Source: an optimization exercise on an open RTL-to-GDS flow (aim: small area, a short achievable clock period and few clock cycles). Production flows keep margins and buffers that such runs may drop.
In this exercise RTL edits were held to simulation tests only and were not proved equivalent to the original.
Power and IR drop assume default switching activity.

// gfStreamTop
module gfStreamTop #(
	parameter int slotCount = 4
) (
	input logic clk,
	input logic reset,
	input logic runValue,
	output logic runClear,
	output logic regReq,
	input logic regAck,
	output hostPkg::regAddrT regAddr,
	input logic regReadValid,
	input hostPkg::hostWordT regReadData,
	output logic inReadReq,
	input logic inReadAck,
	output hostPkg::memAddrT inReadAddr,
	input logic inReadValid,
	input hostPkg::hostWordT inReadData,
	output logic outWriteReq,
	input logic outWriteAck,
	output hostPkg::memAddrT outWriteAddr,
	output hostPkg::hostWordT outWriteData
);
	localparam int ptrBits = (slotCount > 8) ? 4 : (slotCount > 4) ? 3 : (slotCount > 2) ? 2 : 1;
	localparam int creditLimit = slotCount + 1;
	localparam int usedBits = (creditLimit > 15) ? 5 : (creditLimit > 7) ? 4 : (creditLimit > 3) ? 3 : 2;
	function automatic logic [7:0] xtime(input logic [7:0] x);
		xtime = {x[6:0], 1'b0} ^ (x[7] ? 8'h1b : 8'h00);
  ...
Settings: LEC_CHECK=0, CAP_MARGIN=0, CORE_MARGIN=2, CORE_UTILIZATION=60, CTS_BUF_LIST=sky130_fd_sc_hd__clkbuf_4 sky130_fd_sc_hd__clkbuf_8, SETUP_SLACK_MARGIN=2.7, SLEW_MARGIN=0; clock period 4.5 ns.
standard.sh (not shown) runs the stock make flow with config.mk's settings and CLKGATE_MAP_FILE= SYNTH_SCRIPT=/design/flow/synth_recipe.tcl, a recipe that flattens the netlist after the stock synthesis.
==> flow/flow/run.sh <==
#!/bin/bash
# Standard layout with two resizer changes: port buffers are plain buffers
# instead of delay cells, and resizing may change a cell's footprint.
set -o pipefail
bash standard.sh MATCH_CELL_FOOTPRINT=0 \
	"BUFFER_PORTS_ARGS=-buffer_cell sky130_fd_sc_hd__buf_2" \
	finish > flow_make.log 2>&1
The first run finished with timing, DRC and antenna clean.
Testbench counts at the start, summed over its fixed seeds: cycles 52,628.
Next try:
==> flow/flow/run.sh (replaced) <==
#!/bin/bash
# Standard layout with resizer and clock tree changes: port buffers are
# plain buffers instead of delay cells, resizing may change a cell's
# footprint, and the clock tree gets no dummy loads.
set -o pipefail
bash standard.sh MATCH_CELL_FOOTPRINT=0 \
	"BUFFER_PORTS_ARGS=-buffer_cell sky130_fd_sc_hd__buf_2" \
	"CTS_ARGS=-sink_clustering_enable -repair_clock_nets -dont_use_dummy_load -buf_list {sky130_fd_sc_hd__clkbuf_4 sky130_fd_sc_hd__clkbuf_8}" \
	finish > flow_make.log 2>&1
- SETUP_SLACK_MARGIN: 2.7 -> 2.4
What happened: Global-route usage falls by 4.0 points. Flip-flop and latch count stays the same. Routed wire length goes down by 20%.
Next try:
==> flow/flow/run.sh (replaced) <==
#!/bin/bash
# Standard layout with two resizer changes: port buffers are plain buffers
# instead of delay cells, and resizing may change a cell's footprint.
set -o pipefail
bash standard.sh MATCH_CELL_FOOTPRINT=0 \
	"BUFFER_PORTS_ARGS=-buffer_cell sky130_fd_sc_hd__buf_2" \
	finish > flow_make.log 2>&1
- CTS_BUF_LIST: sky130_fd_sc_hd__clkbuf_4 sky130_fd_sc_hd__clkbuf_8 -> default
- SETUP_SLACK_MARGIN: 2.4 -> 2.5
After rerunning: Clock power increases by 36%; total power increases by 11%; setup slack gets worse by 0.015 ns; via count increases by 5.1%.

== build 95 ==
gfStreamTop again, from the RTL that the note above started with.
export LEC_CHECK = 0
export CAP_MARGIN = 0
export CORE_MARGIN = 2
export CORE_UTILIZATION = 50
export CTS_BUF_LIST = sky130_fd_sc_hd__clkbuf_4 sky130_fd_sc_hd__clkbuf_8
export SETUP_SLACK_MARGIN = 2.45
export SLEW_MARGIN = 0
create_clock -name core_clock -period 4.5 [get_ports {clk}]
==> flow/flow/run.sh <==
#!/bin/bash
# Standard layout with resizer and clock tree changes: port buffers are
# plain buffers instead of delay cells, resizing may change a cell's
# footprint, and the clock tree gets no dummy loads.
set -o pipefail
bash standard.sh MATCH_CELL_FOOTPRINT=0 \
	"BUFFER_PORTS_ARGS=-buffer_cell sky130_fd_sc_hd__buf_2" \
	"CTS_ARGS=-sink_clustering_enable -repair_clock_nets -dont_use_dummy_load -buf_list {sky130_fd_sc_hd__clkbuf_4 sky130_fd_sc_hd__clkbuf_8}" \
	finish > flow_make.log 2>&1
Testbench counts of build 95, summed over its fixed seeds: cycles 52,628.
Modified inputs, build 24 compared to build 95
Settings: changing CORE_UTILIZATION from 50 to 65.
[summary]
Compared with build 95, in build 24 met1 capacity usage during global routing increased by 7.6 points relative to the old numbers; fraction of area in multi-input gates held; tap cell count lower.
Reported for build 95 and build 24, post-synthesis share of cell area spent on and, or, nand and nor gates turned out identical to the last digit.
Total die area in build 24 is 7200 µm² below build 95.
#### Input delta (build 16 over build 24)
Settings: changing CORE_UTILIZATION from 65 to 60; setting GPL_ROUTABILITY_DRIVEN to 0 for the first time.
## What came out
Build 16 vs build 24: number of gates resized after cts down in build 16. Delta(die area, build 16 - build 24) > 0. For area of placed instances, build 16 and build 24 come out practically identical. Synthesized cell count: build 24 vs build 16 identical. NOTE global-route wire length before repair build 24->build 16 increased slightly.
--- input diff build 16..build 10 ---
Settings: SETUP_SLACK_MARGIN changed from 2.45 to 2.3; GPL_ROUTABILITY_DRIVEN removed (was 0).
Notes after the runs:
- Summary of build 10 over build 16: worst-case setup margin in the final layout fell 0.12 ns, post-layout minimum cycle time rose 0.12 ns.
- Lower ratio of routed vias to standard cells among build 16 and build 10: build 16
- Placement-stage cell area: build 16 vs build 10, no meaningful difference

The RTL this note starts from:
==> flow/design.v <==
package hostPkg;
	typedef logic [10:0] memAddrT;
	typedef logic [31:0] hostWordT;
	typedef logic [7:0] regAddrT;
	localparam regAddrT lengthRegIndex = 8'd0;
	localparam regAddrT multiplierRegIndex = 8'd1;
	localparam memAddrT cycleCountAddress = 11'd2047;
	localparam memAddrT maxLength = 11'd2047;
	localparam int fifoLogDepth = 5;
	typedef logic [fifoLogDepth:0] fifoCountT;
	typedef enum logic [1:0] {decodeIdle, decodeFetching, decodeRunning} decodeStateT;
	typedef enum logic [1:0] {writerStreaming, writerReporting, writerFinishing} writerStateT;
endpackage
package gfMathPkg;
	typedef logic [7:0] gfElemT;
	localparam int laneCount = 4;
	typedef logic [laneCount*8-1:0] gfWordT;
	localparam logic [8:0] fieldPoly = 9'h11B;
endpackage
`timescale 1ns/1ps
module gfStreamTop #(
	parameter int slotCount = 4
) (
	input logic clk,
	input logic reset,
	input logic runValue,
	output logic runClear,
	output logic regReq,
	input logic regAck,
	output hostPkg::regAddrT regAddr,
	input logic regReadValid,
	input hostPkg::hostWordT regReadData,
	output logic inReadReq,
	input logic inReadAck,
	output hostPkg::memAddrT inReadAddr,
	input logic inReadValid,
	input hostPkg::hostWordT inReadData,
	output logic outWriteReq,
	input logic outWriteAck,
	output hostPkg::memAddrT outWriteAddr,
	output hostPkg::hostWordT outWriteData
);
	localparam int ptrBits = (slotCount > 8) ? 4 : (slotCount > 4) ? 3 : (slotCount > 2) ? 2 : 1;
	localparam int creditLimit = slotCount + 1;
	localparam int usedBits = (creditLimit > 15) ? 5 : (creditLimit > 7) ? 4 : (creditLimit > 3) ? 3 : 2;
	function automatic logic [7:0] xtime(input logic [7:0] x);
		xtime = {x[6:0], 1'b0} ^ (x[7] ? 8'h1b : 8'h00);
	endfunction
	function automatic logic [ptrBits-1:0] ptrNext(input logic [ptrBits-1:0] p);
		ptrNext = (p == ptrBits'(slotCount - 1)) ? '0 : p + 1'b1;
	endfunction
	logic busy;
	logic regAddrBit;
	logic lengthSeen;
	logic multSeen;
	logic lengthJust;
	logic multJust;
	logic satHigh;
	logic satLow;
	logic rawNonZero;
	logic rawOne;
	logic [10:0] lastPrior;       
	logic lengthZero;
	logic lengthOne;
	logic [7:0] mulEven [0:3];    
	logic [7:0] mulPow [0:7];     
	logic [31:0] cycleCount;
	logic multArrive;
	logic lengthNonZero;
	logic multReady;
	assign multArrive = busy && regReadValid && lengthSeen && !multSeen;
	logic rawSat;
	assign rawSat = satHigh || satLow;
	assign lengthNonZero = lengthJust ? (rawSat || rawNonZero) : !lengthZero;
	logic lengthIsOne;
	assign lengthIsOne = lengthJust ? (!rawSat && rawOne) : lengthOne;
	assign multReady = multSeen && !multJust;
	assign regAddr = {7'b0, regAddrBit};
	always_ff @(posedge clk) begin
		satHigh <= |regReadData[31:22];
		satLow <= |regReadData[21:11];
		rawNonZero <= |regReadData[10:0];
		rawOne <= (regReadData[10:0] == 11'd1);
		if (!multSeen) begin
			mulEven[0] <= regReadData[7:0];
		end
		for (int i = 1; i < 4; i++) begin
			logic [7:0] power;
			power = mulEven[0];
			for (int j = 0; j < 2*i; j++) power = xtime(power);
			mulEven[i] <= power;
		end
		if (!lengthSeen) begin
			lastPrior <= regReadData[10:0];
		end else if (lengthJust) begin
			lastPrior <= rawSat ? 11'd2045 : lastPrior - 11'd2;
		end
		if (lengthJust) begin
			lengthZero <= !(rawSat || rawNonZero);
			lengthOne <= !rawSat && rawOne;
		end
		cycleCount <= multJust ? 32'd1 : cycleCount + 32'd1;
	end
	always_comb begin
		for (int i = 0; i < 4; i++) begin
			mulPow[2*i] = mulEven[i];
			mulPow[2*i+1] = xtime(mulEven[i]);
		end
	end
	logic [31:0] product;
	always_comb begin
		for (int lane = 0; lane < 4; lane++) begin
			logic [7:0] acc;
			acc = '0;
			for (int i = 0; i < 8; i++) begin
				acc = acc ^ (inReadData[lane*8 + i] ? mulPow[i] : 8'h00);
			end
			product[lane*8 +: 8] = acc;
		end
	end
	logic [31:0] slot [0:slotCount-1];
	logic [ptrBits-1:0] writePtr;
	logic [ptrBits-1:0] readPtr;
	logic [ptrBits:0] fill;
	logic bufEmpty;
	logic bufFull;
	always_ff @(posedge clk) begin
		for (int k = 0; k < slotCount; k++) begin
			if (!bufFull && writePtr == ptrBits'(k)) begin
				slot[k] <= product;
			end
		end
	end
	logic readAccept;
	logic writeAccept;
	logic writeFree;
	logic readAtLast;     
	logic outAtLast;      
	logic outIsCount;
	logic outFree;
	logic loadWord;
	logic takeSlot;
	logic pushSlot;
	logic lastWrite;
	logic countWait;      
	logic loadCount;
	logic [31:0] nextWord;
	assign readAccept = inReadReq && inReadAck;
	assign writeAccept = outWriteReq && outWriteAck;
	assign writeFree = writeAccept && !outIsCount;
	assign outFree = !outWriteReq || writeFree;
	assign loadWord = outFree && (!bufEmpty || inReadValid);
	assign takeSlot = loadWord && !bufEmpty;
	assign pushSlot = inReadValid && !bufEmpty || inReadValid && !outFree;
	assign nextWord = bufEmpty ? product : slot[readPtr];
	assign lastWrite = writeFree && outAtLast;
	assign loadCount = lastWrite || (countWait && multReady && !outWriteReq);
	logic readPhase;
	logic [usedBits-1:0] used;
	always_ff @(posedge clk) begin
		if (reset) begin
			busy <= 1'b0;
			regReq <= 1'b0;
			regAddrBit <= 1'b0;
			lengthSeen <= 1'b0;
			multSeen <= 1'b0;
			lengthJust <= 1'b0;
			multJust <= 1'b0;
			readPhase <= 1'b0;
			inReadReq <= 1'b0;
			inReadAddr <= '0;
			used <= '0;
			writePtr <= '0;
			readPtr <= '0;
			fill <= '0;
			bufEmpty <= 1'b1;
			bufFull <= 1'b0;
			outWriteReq <= 1'b0;
			outIsCount <= 1'b0;
			outWriteAddr <= '1;
			countWait <= 1'b0;
			runClear <= 1'b0;
		end else begin
			runClear <= 1'b0;
			lengthJust <= busy && regReadValid && !lengthSeen;
			multJust <= multArrive;
			if (!busy) begin
				if (runValue && !runClear) begin
					busy <= 1'b1;
					regReq <= 1'b1;
					regAddrBit <= 1'b0;
				end
				lengthSeen <= 1'b0;
				multSeen <= 1'b0;
				inReadAddr <= '0;
				outWriteAddr <= '1;
			end else begin
				if (regReq && regAck) begin
					if (!regAddrBit) regAddrBit <= 1'b1;
					else regReq <= 1'b0;
				end
				if (regReadValid) begin
					lengthSeen <= 1'b1;
					if (lengthSeen) multSeen <= 1'b1;
				end
			end
			if (readAccept && !writeFree) used <= used + 1'b1;
			if (writeFree && !readAccept) used <= used - 1'b1;
			if (readAccept) readAtLast <= (inReadAddr == lastPrior);
			if (multArrive) begin
				readAtLast <= lengthIsOne;
				readPhase <= lengthNonZero;
				inReadReq <= lengthNonZero;
				countWait <= !lengthNonZero;
			end else if (inReadReq && !inReadAck) begin
				inReadReq <= 1'b1;
			end else if (readAccept) begin
				inReadAddr <= inReadAddr + 1'b1;
				if (readAtLast) begin
					readPhase <= 1'b0;
					inReadReq <= 1'b0;
				end else begin
					inReadReq <= writeFree ? (used <= usedBits'(creditLimit - 1))
					                       : (used <= usedBits'(creditLimit - 2));
				end
			end else begin
				inReadReq <= readPhase && (writeFree || (used <= usedBits'(creditLimit - 1)));
			end
			if (pushSlot) writePtr <= ptrNext(writePtr);
			if (takeSlot) readPtr <= ptrNext(readPtr);
			if (pushSlot && !takeSlot) begin
				fill <= fill + 1'b1;
				bufEmpty <= 1'b0;
				bufFull <= (fill == (ptrBits+1)'(slotCount - 1));
			end
			if (takeSlot && !pushSlot) begin
				fill <= fill - 1'b1;
				bufEmpty <= (fill == (ptrBits+1)'(1));
				bufFull <= 1'b0;
			end
			if (loadCount) begin
				countWait <= 1'b0;
				outWriteReq <= 1'b1;
				outIsCount <= 1'b1;
				outWriteAddr <= '1;
			end else if (loadWord) begin
				outWriteReq <= 1'b1;
				outWriteAddr <= outWriteAddr + 1'b1;
				outAtLast <= (outWriteAddr == lastPrior);
			end else if (writeAccept) begin
				outWriteReq <= 1'b0;
				if (outIsCount) begin
					outIsCount <= 1'b0;
					runClear <= 1'b1;
					busy <= 1'b0;
				end
			end
		end
	end
	always_ff @(posedge clk) begin
		if (loadCount) begin
			outWriteData <= cycleCount;
		end else if (loadWord) begin
			outWriteData <= nextWord;
		end
	end
endmodule
export LEC_CHECK = 0
export CAP_MARGIN = 0
export CORE_MARGIN = 2
export CORE_UTILIZATION = 60
export CTS_BUF_LIST = sky130_fd_sc_hd__clkbuf_4 sky130_fd_sc_hd__clkbuf_8
export SETUP_SLACK_MARGIN = 2.35
export SLEW_MARGIN = 0
create_clock -name core_clock -period 4.5 [get_ports {clk}]
Scripts as last shown in full above: flow/flow/run.sh
Testbench counts at the start, summed over its fixed seeds: cycles 52,628.
Then changed:
==> flow/flow/run.sh (replaced) <==
#!/bin/bash
# Standard layout with two resizer changes: port buffers are plain buffers
# instead of delay cells, and resizing may change a cell's footprint.
set -o pipefail
bash standard.sh MATCH_CELL_FOOTPRINT=0 \
	"BUFFER_PORTS_ARGS=-buffer_cell sky130_fd_sc_hd__buf_2" \
	finish > flow_make.log 2>&1
ABC_CLOCK_PERIOD_IN_PS = 1800   (was not set)
CTS_BUF_LIST = not set   (was sky130_fd_sc_hd__clkbuf_4 sky130_fd_sc_hd__clkbuf_8)
SETUP_SLACK_MARGIN = 2.5   (was 2.35)
The new run finished clean.
Sequential power is about the same.
Cell area is higher by 8.7%.
Critical path depth came out lower by 7.
Worst hold slack stays flat.
Worst setup slack loses 0.029 ns.
Then changed:
==> flow/flow/run.sh (replaced) <==
#!/bin/bash
# Standard layout with resizer and clock tree changes: port buffers are
# plain buffers instead of delay cells, resizing may change a cell's
# footprint, and the clock tree gets no dummy loads.
set -o pipefail
bash standard.sh MATCH_CELL_FOOTPRINT=0 \
	"BUFFER_PORTS_ARGS=-buffer_cell sky130_fd_sc_hd__buf_2" \
	"CTS_ARGS=-sink_clustering_enable -repair_clock_nets -dont_use_dummy_load -buf_list {sky130_fd_sc_hd__clkbuf_4 sky130_fd_sc_hd__clkbuf_8}" \
	finish > flow_make.log 2>&1
ABC_CLOCK_PERIOD_IN_PS = not set   (was 1800)
CTS_BUF_LIST = sky130_fd_sc_hd__clkbuf_4 sky130_fd_sc_hd__clkbuf_8   (was not set)
PLACE_DENSITY = 0.75   (was not set)
SETUP_SLACK_MARGIN = 2.45   (was 2.5)
What happened: Routed wire length decreases by 4.1%. Cell count falls by 3.4%. Design area shrinks by 6.1%. Synthesized area is unchanged. Utilization drops by 4.6 points.
Then changed:
CORE_UTILIZATION = 70   (was 60)
PLACE_DENSITY = not set   (was 0.75)
SETUP_SLACK_MARGIN = 2.4   (was 2.45)
=>
- The changed run passed the timing, DRC and antenna checks
- final cell count falls by 2.4%
- clock-buffer cell count falls by 1
- register-to-register slack gains 0.09 ns

static timing again, ports no longer ideal:
The flow's constraints put no driver on any port. The routed layouts listed below were extracted and timed again, unchanged, in two steps. Step 1 sets driving cells, clkbuf_16 on the clock port and buf_2 on the other inputs (assumed; they add their load-dependent delay and slew). Step 2 times the ports against the registers' clock, not the clock port: input delays grow and output delays shrink by t, the midpoint of the rising clock arrivals with the driver on. Three values: ideal ports, drivers, drivers and shift; two values: the first two.
| run | t (ns) | slack for setup (ns) | worst setup path after step 2 |
|---|---|---|---|
| the first run of note 1 | 0.601 | 2.323 / 2.323 / 1.866 | input to register |
| the second run of note 1 | 0.581 | 2.394 / 2.392 / 1.899 | input to register |
| the third run of note 1 | 0.616 | 2.379 / 2.324 / 1.963 | input to register |
| build 95 | 0.587 | 2.368 / 2.368 / 1.949 | input to register |
| build 24 | 0.584 | 2.458 / 2.412 / 1.895 | input to register |
| build 16 | 0.576 | 2.424 / 2.380 / 1.963 | input to register |
| build 10 | 0.580 | 2.306 / 2.306 / 1.871 | input to register |
| the first run of note 3 | 0.581 | 2.408 / 2.361 / 1.881 | input to register |
| the second run of note 3 | 0.616 | 2.379 / 2.324 / 1.963 | input to register |
| the third run of note 3 | 0.592 | 2.318 / 2.318 / 1.842 | input to register |
| the fourth run of note 3 | 0.577 | 2.403 / 2.381 / 1.839 | input to register |
After both steps setup and hold are still met in every run listed. The setup slack of the fourth run of note 3, which loses most, moves by -0.022 ns with the drivers and by -0.564 ns with both steps.
